Background: an optimization exercise with open tools, aiming at small area, a short achievable clock period and few clock cycles. Do not read the settings as production practice. The RTL was checked by simulation tests, not by an equivalence proof against the original design. Power is estimated from default activity; no workload was simulated.

## oak
// systolic_mm_top
module systolic_mm_top (
    input  logic                          clk,
    input  logic                          rst,
    input  logic                          in_req,
    input  systolic_mm_pkg::data_t        in_data,
    output logic                          in_ack,
    output logic                          out_req,
    output systolic_mm_pkg::result_word_t out_word,
    input  logic                          out_ack,
    output logic                          done
);
==> flow/config.mk <==
export PLATFORM = sky130hd
export DESIGN_NAME = systolic_mm_top
export DESIGN_NICKNAME = systolic_mm_top
export VERILOG_FILES = /design/flow/design.v
export SDC_FILE = /design/flow/constraint.sdc
export NUM_CORES = 4
export LEC_CHECK = 0
export ABC_CLOCK_PERIOD_IN_PS = 3000
export CAP_MARGIN = 20
export CORE_MARGIN = 2
export CORE_UTILIZATION = 70
export CTS_CLUSTER_DIAMETER = 110
export CTS_CLUSTER_SIZE = 34
export PLACE_DENSITY = 0.8
export SLEW_MARGIN = 20
==> flow/constraint.sdc <==
create_clock -name core_clock -period 10.0 [get_ports {clk}]
set_input_delay 2.0000 -clock core_clock [delete_from_list [all_inputs] [get_ports {clk}]]
set_output_delay 2.0000 -clock core_clock [all_outputs]
set_load 0.01 [all_outputs]
standard.sh (not shown) runs the stock make flow with config.mk's settings and CLKGATE_MAP_FILE= SYNTH_SCRIPT=/design/flow/synth_recipe.tcl, a recipe that flattens the netlist after the stock synthesis.
==> flow/flow/run.sh <==
#!/bin/bash
set -euo pipefail
bash standard.sh \
  "BUFFER_PORTS_ARGS=-buffer_cell sky130_fd_sc_hd__buf_4" \
  SETUP_SLACK_MARGIN=7.1 \
  finish > make_finish.log 2>&1
Testbench counts of oak, summed over its fixed seeds: cycles 18,384.
Changes in pine relative to oak:
Settings: CTS_CLUSTER_SIZE: 34 -> 30; PLACE_DENSITY: 0.8 -> 0.75; CORE_UTILIZATION: 70 -> 65; CTS_CLUSTER_DIAMETER: 110 -> 100.
Findings:
Looking at global-route usage, pine sits 2.2 points below oak.
The average wire per cell in the routed design of pine falls short of that of oak by 1.2 µm.
Worst-case headroom to the max-slew limit deteriorates in pine relative to oak.
~same fraction of the mapped netlist area in adder cells in pine and oak
diff inputs: pine => birch
Settings: CORE_UTILIZATION: 65 -> 75; PLACE_DENSITY: 0.75 -> 0.85.
Findings:
birch vs pine — cell area after layout rose about 0.3%. Against pine, floorplan die area in birch fell by more than 10%. Diff birch..pine | minimum period implied by the final worst setup slack | negligible. As far as clock edge transition at the registers on the reported setup and hold paths is concerned, birch and pine perform about the same. Changes observed in birch relative to pine: worst-case vdd ir drop went up; final cycle utilization of the critical path did not really move.
[inputs] maple vs birch
Settings: CTS_CLUSTER_SIZE changed from 30 to 25; CTS_CLUSTER_DIAMETER changed from 100 to 80; PLACE_DENSITY changed from 0.85 to 0.8; CORE_UTILIZATION changed from 75 to 70.
Results
Worst setup path startpoint = in_ack$_SDFF_PP0_: birch; worst setup path startpoint = cw[5]$_SDFFE_PP0P_: maple
[maple vs birch] floorplan row count: higher in maple
On maple: share of layout cells above drive strength 1 is 0.21 points lower than what birch gave.
Fraction of the core area covered by cells at the end of the flow down 5.3 points in maple wrt birch
Total routed wirelength delta for maple relative to birch: 5400 µm lower
Between maple and birch, the post-placement cell area does not differ in any meaningful way.
Diff birch -> maple | power per cell area | increase of 3.6 nW/µm²
### maple -> cedar
Settings: a change of CTS_CLUSTER_DIAMETER from 80 to 100; a change of CTS_CLUSTER_SIZE from 25 to 30.
[summary]
cedar does better than maple on wire length of the first global-routing pass. maple → cedar: final non-filler cell area dropped 0.81%; via count was more or less identical.

== red ==
Another version of the RTL of systolic_mm_top (not shown whole).
For scale: roughly 1300 cells after synthesis, roughly 680 flip-flops.
## systolic_mm_top
module systolic_mm_top (
    input  logic                          clk,
    input  logic                          rst,
    input  logic                          in_req,
    input  systolic_mm_pkg::data_t        in_data,
    output logic                          in_ack,
    output logic                          out_req,
    output systolic_mm_pkg::result_word_t out_word,
    input  logic                          out_ack,
    output logic                          done
);
export LEC_CHECK = 0
export ABC_CLOCK_PERIOD_IN_PS = 3000
export CAP_MARGIN = 20
export CORE_MARGIN = 2
export CORE_UTILIZATION = 80
export CTS_CLUSTER_DIAMETER = 100
export CTS_CLUSTER_SIZE = 30
export PLACE_DENSITY = 0.86
export SLEW_MARGIN = 20
create_clock -name core_clock -period 10.0 [get_ports {clk}]
Scripts as last shown in full above: flow/flow/run.sh
red reached the end of the flow, and the finished layout is clean on the timing, design-rule and antenna checks.
Testbench counts of red, summed over its fixed seeds: cycles 18,384.
Relative to red, the following input files were edited for blue:
- PLACE_DENSITY now 0.8, was 0.86
- CORE_UTILIZATION now 70, was 80
==> flow/flow/run.sh <==
#!/bin/bash
set -euo pipefail
bash standard.sh \
  "BUFFER_PORTS_ARGS=-buffer_cell sky130_fd_sc_hd__buf_4" \
  SETUP_SLACK_MARGIN=6.95 \
  finish > make_finish.log 2>&1
## What came out
blue: all stages complete, timing, DRC and antenna checks passed. Sort blue and red by number of global-route vias before repair asc -> top: blue. Relative to red, the final period utilization of blue is lower by 0.49 points. Of blue and red, the lower net switching share of the total power belongs to blue. On placement-stage cell area, blue and red are basically level. Compared with red, blue instantiates a larger number of standard cells. Of the two values seen for worst setup path startpoint, hold[4] was produced by red and cw[5] by blue. Compared with red, total wire length after detailed routing in blue decreased by more than a quarter. Between blue and red, the total power is lower for blue.

systolic_mm_top, a different RTL version from the one above (not shown whole).
Size: about 680 flip-flops, roughly 19000 sq um of cells after synthesis.
clock: 10.0 ns
lec_check: 0
abc_clock_period_in_ps: 3000
cap_margin: 20
core_margin: 2
core_utilization: 65
cts_cluster_diameter: 100
cts_cluster_size: 30
place_density: 0.75
slew_margin: 20
==> flow/flow/run.sh <==
#!/bin/bash
set -euo pipefail
bash standard.sh \
  "BUFFER_PORTS_ARGS=-buffer_cell sky130_fd_sc_hd__buf_4" \
  SETUP_SLACK_MARGIN=7.0 \
  finish > make_finish.log 2>&1
Testbench counts at the start, summed over its fixed seeds: cycles 18,384.
Edit:
--- a/flow/flow/run.sh
+++ b/flow/flow/run.sh
@@ -5 +5 @@
-  SETUP_SLACK_MARGIN=7.0 \
+  SETUP_SLACK_MARGIN=6.9 \
CORE_UTILIZATION = 40   (was 65)
CTS_CLUSTER_DIAMETER = 80   (was 100)
CTS_CLUSTER_SIZE = 25   (was 30)
PLACE_DENSITY = default   (was 0.75)
What happened: Sequential cell count is unchanged; routed wire length falls by a few percent; clock-buffer cell count rises by 13; cell count rises by about a fifth; synthesized cell count is unchanged; clock power rises by a quarter to a third; hold slack barely changes; utilization falls by 26 points.

The RTL this note starts from:
==> flow/design.v <==
package systolic_mm_pkg;
    typedef logic [4-1:0] data_t;
    typedef logic [16-1:0] accum_t;
    typedef logic [$clog2((8 / 4))-1:0] tile_idx_t;
    typedef logic [$clog2((8 * 8))-1:0] elem_idx_t;
    typedef logic [$clog2((2 * 4 - 1)+1)-1:0] step_t;
    typedef logic [(8 * 8)*4-1:0] matrix_t;
    typedef logic [4*4-1:0] edge_t;
    typedef logic [4*4*16-1:0] tile_sums_t;
    typedef struct packed {
        edge_t left;
        edge_t top;
    } feed_t;
    typedef struct packed {
        tile_idx_t ib;
        tile_idx_t jb;
        tile_idx_t kb;
    } tile_pos_t;
    typedef struct packed {
        elem_idx_t index;
        accum_t value;
    } result_word_t;
    typedef enum logic [2:0] {IDLE, CLEAR, STREAM, FLUSH, COLLECT, NEXT, DRAIN} seq_state_t;
endpackage
`timescale 1ns/10ps
module systolic_mm_top (
    input  logic                          clk,
    input  logic                          rst,
    input  logic                          in_req,
    input  systolic_mm_pkg::data_t        in_data,
    output logic                          in_ack,
    output logic                          out_req,
    output systolic_mm_pkg::result_word_t out_word,
    input  logic                          out_ack,
    output logic                          done
);
    logic [6:0] ph65;
    logic [3:0] ph16;
    logic [7:0] t;
    logic [6:0] tgt_a;
    logic [3:0] d_q;
    logic [2:0] kb_q;
    logic ack_q;
    logic wa_q;
    logic wb1_q;
    logic wb2_pre;
    logic wb2_q;
    wire a_ph = (t[7:6] == 2'b00);
    wire b_ph = (t[7:6] == 2'b01);
    wire t_zero = (t == 8'd0);
    wire b_align = (ph16 == ({t[2:0], 1'b0} - 4'd1));
    wire can_ack = (a_ph & (t_zero | (ph65 == tgt_a))) | (b_ph & b_align);
    wire ack = in_req & ~in_ack & can_ack;
    wire ack_last = ack & (t == 8'd127);
    logic [3:0] ra [65];
    logic [3:0] rb [4][16];
    always_ff @(posedge clk) begin
        ra[0] <= wa_q ? d_q : ra[64];
        for (int n = 1; n < 65; n++) ra[n] <= ra[n-1];
    end
    for (genvar m = 0; m < 4; m++) begin : g_rb
        wire we = (wb1_q | wb2_q) & (kb_q[1:0] == 2'(m));
        always_ff @(posedge clk) begin
            rb[m][0] <= we ? d_q : rb[m][15];
            for (int n = 1; n < 16; n++) rb[m][n] <= rb[m][n-1];
        end
    end
    always_ff @(posedge clk) begin
        if (!in_ack) begin
            d_q <= in_data;
            kb_q <= t[5:3];
        end
        if (rst) begin
            in_ack <= 1'b0;
            ack_q <= 1'b0;
            wa_q <= 1'b0;
            wb1_q <= 1'b0;
            wb2_pre <= 1'b0;
            wb2_q <= 1'b0;
        end else begin
            in_ack <= in_req & (in_ack | can_ack);
            ack_q <= ack;
            wa_q <= ack & a_ph;
            wb1_q <= ack & b_ph & ~t[5];
            wb2_pre <= ack & b_ph & t[5];
            wb2_q <= wb2_pre;
        end
    end
    logic [6:0] cw;         
    logic [5:0] oidx;
    logic [10:0] oval;
    logic loaded;           
    logic fin;              
    logic [31:0] hold;
    logic [2:0] hrow, hrow_d1, hrow_d2, hrow_d3;
    logic hv, hv_d1, hv_d2, hv_d3;
    logic [7:0] pq [4];
    logic [9:0] q, q_d;
    wire out_ph = t[7] | (t == 8'd127);
    wire lw = ~out_req & ~loaded & ~cw[6] & out_ph
              & (ph16 == {cw[2:0] + 3'd6, 1'b1})
              & hv_d2 & (hrow_d2 == cw[5:3]) & hv_d3 & (hrow_d3 == cw[5:3]);
    wire rise = ~out_req & ~out_ack & (loaded | lw) & (t[7] | ack_last);
    wire row_end = (cw[2:1] == 2'd3) & ~cw[6] & (cw[5:3] != 3'd7)
                   & (ph16 == 4'd9)
                   & hv & (hrow == cw[5:3]) & hv_d1 & (hrow_d1 == cw[5:3]);
    wire [2:0] want = cw[5:3] + {2'b00, row_end};
    logic [6:0] tgt_row;
    always_comb begin
        case (want)
            3'd0: tgt_row = 7'd54;
            3'd1: tgt_row = 7'd5;
            3'd2: tgt_row = 7'd21;
            3'd3: tgt_row = 7'd37;
            3'd4: tgt_row = 7'd53;
            3'd5: tgt_row = 7'd4;
            3'd6: tgt_row = 7'd20;
            default: tgt_row = 7'd36;
        endcase
    end
    wire hl = (t[7] | t[6]) & ~cw[6] & (ph65 == tgt_row) & ph16[0]
              & ~(hv & (hrow == want));
    always_ff @(posedge clk) begin
        for (int k = 0; k < 8; k++) begin
            hold[4*k +: 4] <= hl ? ra[53 - 2*k] : hold[4*((k+4)%8) +: 4];
        end
    end
    always_ff @(posedge clk) begin
        for (int m = 0; m < 4; m++) pq[m] <= hold[4*m +: 4] * rb[m][9];
        q <= 10'(pq[0]) + 10'(pq[1]) + 10'(pq[2]) + 10'(pq[3]);
        q_d <= q;
    end
    wire [10:0] psum = 11'(q_d) + 11'(q);
    always_ff @(posedge clk) begin
        if (lw) begin
            oval <= psum;
            oidx <= cw[5:0];
        end
    end
    assign out_word = {oidx, 5'd0, oval};
    always_ff @(posedge clk) begin
        hrow_d1 <= hrow;
        hv_d1 <= hv;
        hrow_d2 <= hrow_d1;
        hv_d2 <= hv_d1;
        hrow_d3 <= hrow_d2;
        hv_d3 <= hv_d2;
        if (rst) begin
            t <= '0;
            out_req <= 1'b0;
            done <= 1'b0;
            loaded <= 1'b0;
            fin <= 1'b0;
            hv <= 1'b0;
            cw <= '0;
            ph65 <= '0;
            ph16 <= '0;
            tgt_a <= '0;
        end else begin
            ph65 <= (ph65 == 7'd64) ? 7'd0 : ph65 + 7'd1;
            ph16 <= ph16 + 4'd1;
            if (ack_q) begin
                t <= t + 8'd1;
                if (t_zero) begin
                    ph65 <= 7'd1;
                    ph16 <= 4'd1;
                    tgt_a <= 7'd1;
                    cw <= '0;
                    hv <= 1'b0;
                    done <= 1'b0;
                end else begin
                    tgt_a <= (tgt_a >= 7'd63) ? tgt_a - 7'd63 : tgt_a + 7'd2;
                end
            end
            if (hl) begin
                hrow <= want;
                hv <= 1'b1;
            end
            if (lw) cw <= cw + 7'd1;
            loaded <= (loaded | lw) & ~rise;
            if (out_req & out_ack) begin
                out_req <= 1'b0;
                if (oidx == 6'd63) fin <= 1'b1;
            end else if (rise) begin
                out_req <= 1'b1;
            end
            if (fin & ~out_req & ~out_ack) begin
                fin <= 1'b0;
                done <= 1'b1;
                t <= '0;
            end
        end
    end
endmodule
Settings: LEC_CHECK=0, ABC_CLOCK_PERIOD_IN_PS=3000, CAP_MARGIN=20, CORE_MARGIN=2, CORE_UTILIZATION=40, CTS_CLUSTER_DIAMETER=80, CTS_CLUSTER_SIZE=25, SLEW_MARGIN=20; clock period 10.0 ns.
==> flow/flow/run.sh <==
#!/bin/bash
set -euo pipefail
bash standard.sh \
  "BUFFER_PORTS_ARGS=-buffer_cell sky130_fd_sc_hd__buf_4" \
  SETUP_SLACK_MARGIN=6.7 \
  finish > make_finish.log 2>&1
Testbench counts at the start, summed over its fixed seeds: cycles 18,384.
Change:
==> flow/run.sh (new file) <==
#!/bin/bash
# synth_recipe.tcl (not shown) runs the flow's synth.tcl, then flattens the netlist and writes it again
# the make line also repeats each setting of config.mk as NAME=value (left out here)
make -C /OpenROAD-flow-scripts/flow DESIGN_CONFIG=/design/flow/config.mk WORK_HOME=/design/flow/orfs CLKGATE_MAP_FILE= SYNTH_SCRIPT=/design/flow/synth_recipe.tcl finish
--- a/flow/config.mk
+++ b/flow/config.mk
@@ -13,0 +14 @@
+export SETUP_SLACK_MARGIN = 5
removed: flow/flow/run.sh
removed: flow/standard.sh
Result: The new run produced a clean layout; cell area decreases by 1.0%; count of clock-buffer cells in the layout decreases by 3; non-clock buffer count fell by 8.
Change:
==> flow/flow/run.sh (new file) <==
#!/bin/bash
set -euo pipefail
bash standard.sh \
  "BUFFER_PORTS_ARGS=-buffer_cell sky130_fd_sc_hd__buf_4" \
  SETUP_SLACK_MARGIN=7.3 \
  finish > make_finish.log 2>&1
==> flow/standard.sh (new file) <==
#!/bin/bash
# synth_recipe.tcl (not shown) runs the flow's synth.tcl, then flattens the netlist and writes it again
# the make line also repeats each setting of config.mk as NAME=value (left out here)
make -C /OpenROAD-flow-scripts/flow DESIGN_CONFIG=/design/flow/config.mk WORK_HOME=/design/flow/orfs CLKGATE_MAP_FILE= SYNTH_SCRIPT=/design/flow/synth_recipe.tcl "${@:-finish}"
--- a/flow/config.mk
+++ b/flow/config.mk
@@ -14 +13,0 @@
-export SETUP_SLACK_MARGIN = 5
removed: flow/run.sh
First-iteration DRC count fell by 2.6%; cell area rose by 5.4%; total power rose by 2.7%; sequential share of layout area fell by 2.9 points; wire length rose by 7.7%; via count rose by 1.9%; count of clock-buffer cells in the layout rose by 4; setup slack improved by 530 ps; synthesized area is unchanged; non-clock buffer count rose by 42.

systolic_mm_top, a different RTL version from the one above (not shown whole).
Size: ~1300 cells after synthesis, about 670 flip-flops, about 33 I/O pins, roughly 0.019 mm2 of cells after synthesis.
export LEC_CHECK = 0
export ABC_CLOCK_PERIOD_IN_PS = 3000
export CAP_MARGIN = 20
export CORE_MARGIN = 2
export CORE_UTILIZATION = 70
export CTS_CLUSTER_DIAMETER = 100
export CTS_CLUSTER_SIZE = 30
export PLACE_DENSITY = 0.8
export SETUP_SLACK_MARGIN = 5
export SLEW_MARGIN = 20
create_clock -name core_clock -period 10.0 [get_ports {clk}]
run.sh (not shown) runs the stock make flow with config.mk's settings and CLKGATE_MAP_FILE= SYNTH_SCRIPT=/design/flow/synth_recipe.tcl, a recipe that flattens the netlist after the stock synthesis.
Stock flow here: none of the scripts above is used.
Testbench counts at the start, summed over its fixed seeds: cycles 18,384.
Edit:
==> flow/flow/run.sh (new file) <==
#!/bin/bash
set -euo pipefail
bash standard.sh \
  "BUFFER_PORTS_ARGS=-buffer_cell sky130_fd_sc_hd__buf_4" \
  SETUP_SLACK_MARGIN=7.1 \
  finish > make_finish.log 2>&1
==> flow/standard.sh (new file) <==
#!/bin/bash
# synth_recipe.tcl (not shown) runs the flow's synth.tcl, then flattens the netlist and writes it again
# the make line also repeats each setting of config.mk as NAME=value (left out here)
make -C /OpenROAD-flow-scripts/flow DESIGN_CONFIG=/design/flow/config.mk WORK_HOME=/design/flow/orfs CLKGATE_MAP_FILE= SYNTH_SCRIPT=/design/flow/synth_recipe.tcl "${@:-finish}"
Settings changed: SETUP_SLACK_MARGIN 5 to not set.
removed: flow/run.sh
Effect: Sequential power barely changes; synthesized cell count stays the same; fmax came out higher by about a fifth.
Edit:
Settings changed: ABC_AREA set to 1, ABC_CLOCK_PERIOD_IN_PS 3000 to not set.
=> The changed run ran to the end with no violations; sequential share of layout area falls by 1.4 points; routed wire length climbs by roughly a tenth; count of clock-buffer cells in the layout goes up by 1; via count rises by about a fifth.
Edit:
Settings changed: ABC_AREA 1 to not set, ABC_CLOCK_PERIOD_IN_PS set to 6000.
Design area decreases by 1.9%; utilization increases by 0.65 points; clock-buffer cell count falls by 1; clock power is about the same; synthesized area goes down by 2.2%.

==> static timing again, ports no longer ideal <==
The flow's constraints put no driver on any port. The routed layouts listed below were extracted and timed again, unchanged, in two steps.
Step 1, drivers: a clkbuf_16 drives clk and a buf_2 each remaining input, both assumed.
Step 2 moves the port delays by t, midway between the first and last clock arrival at a register: inputs arrive t later, outputs are due t later. That takes back most of the time a late clock gives input paths.
Three values: ideal ports, drivers, drivers and shift; two values: the first two.
run	t (ns)	setup slack, ns	hold WS [ns]	slew at the worst register clock pin (ns)
oak	0.594	6.956 / 6.908 / 6.610	0.312 / 0.312 / 0.312	0.12 / 0.12
pine	0.609	6.950 / 6.901 / 6.609	0.324 / 0.324 / 0.324	0.11 / 0.11
birch	0.619	6.947 / 6.898 / 6.605	0.324 / 0.324 / 0.324	0.12 / 0.12
maple	0.620	6.942 / 6.894 / 6.599	0.321 / 0.321 / 0.321	0.10 / 0.10
cedar	0.605	6.964 / 6.915 / 6.601	0.322 / 0.322 / 0.322	0.12 / 0.12
red	0.621	6.876 / 6.876 / 6.876	0.319 / 0.319 / 0.319	0.12 / 0.12
blue	0.623	6.925 / 6.878 / 6.970	0.325 / 0.325 / 0.325	0.12 / 0.12
the first run of note 3	0.616	6.884 / 6.836 / 6.968	0.325 / 0.325 / 0.325	0.11 / 0.11
the second run of note 3	0.600	6.939 / 6.888 / 6.962	0.324 / 0.324 / 0.324	0.10 / 0.10
the first run of note 4	0.596	6.772 / 6.718 / 6.868	0.308 / 0.308 / 0.308	0.11 / 0.11
the second run of note 4	0.649	6.323 / 6.268 / 6.539	0.319 / 0.319 / 0.319	0.10 / 0.10
the third run of note 4	0.593	6.849 / 6.793 / 6.989	0.324 / 0.324 / 0.324	0.10 / 0.10
the first run of note 5	0.619	6.268 / 6.220 / 6.284	0.322 / 0.322 / 0.322	0.12 / 0.12
the second run of note 5	0.607	6.947 / 6.899 / 6.666	0.324 / 0.324 / 0.324	0.11 / 0.11
the third run of note 5	0.621	6.934 / 6.884 / 6.719	0.318 / 0.318 / 0.318	0.12 / 0.12
the fourth run of note 5	0.607	6.947 / 6.899 / 6.666	0.324 / 0.324 / 0.324	0.11 / 0.11
After both steps every run listed still meets setup and hold. For cedar, which loses most, drivers alone change the setup slack by -0.049 ns; drivers and shift together by -0.363 ns.
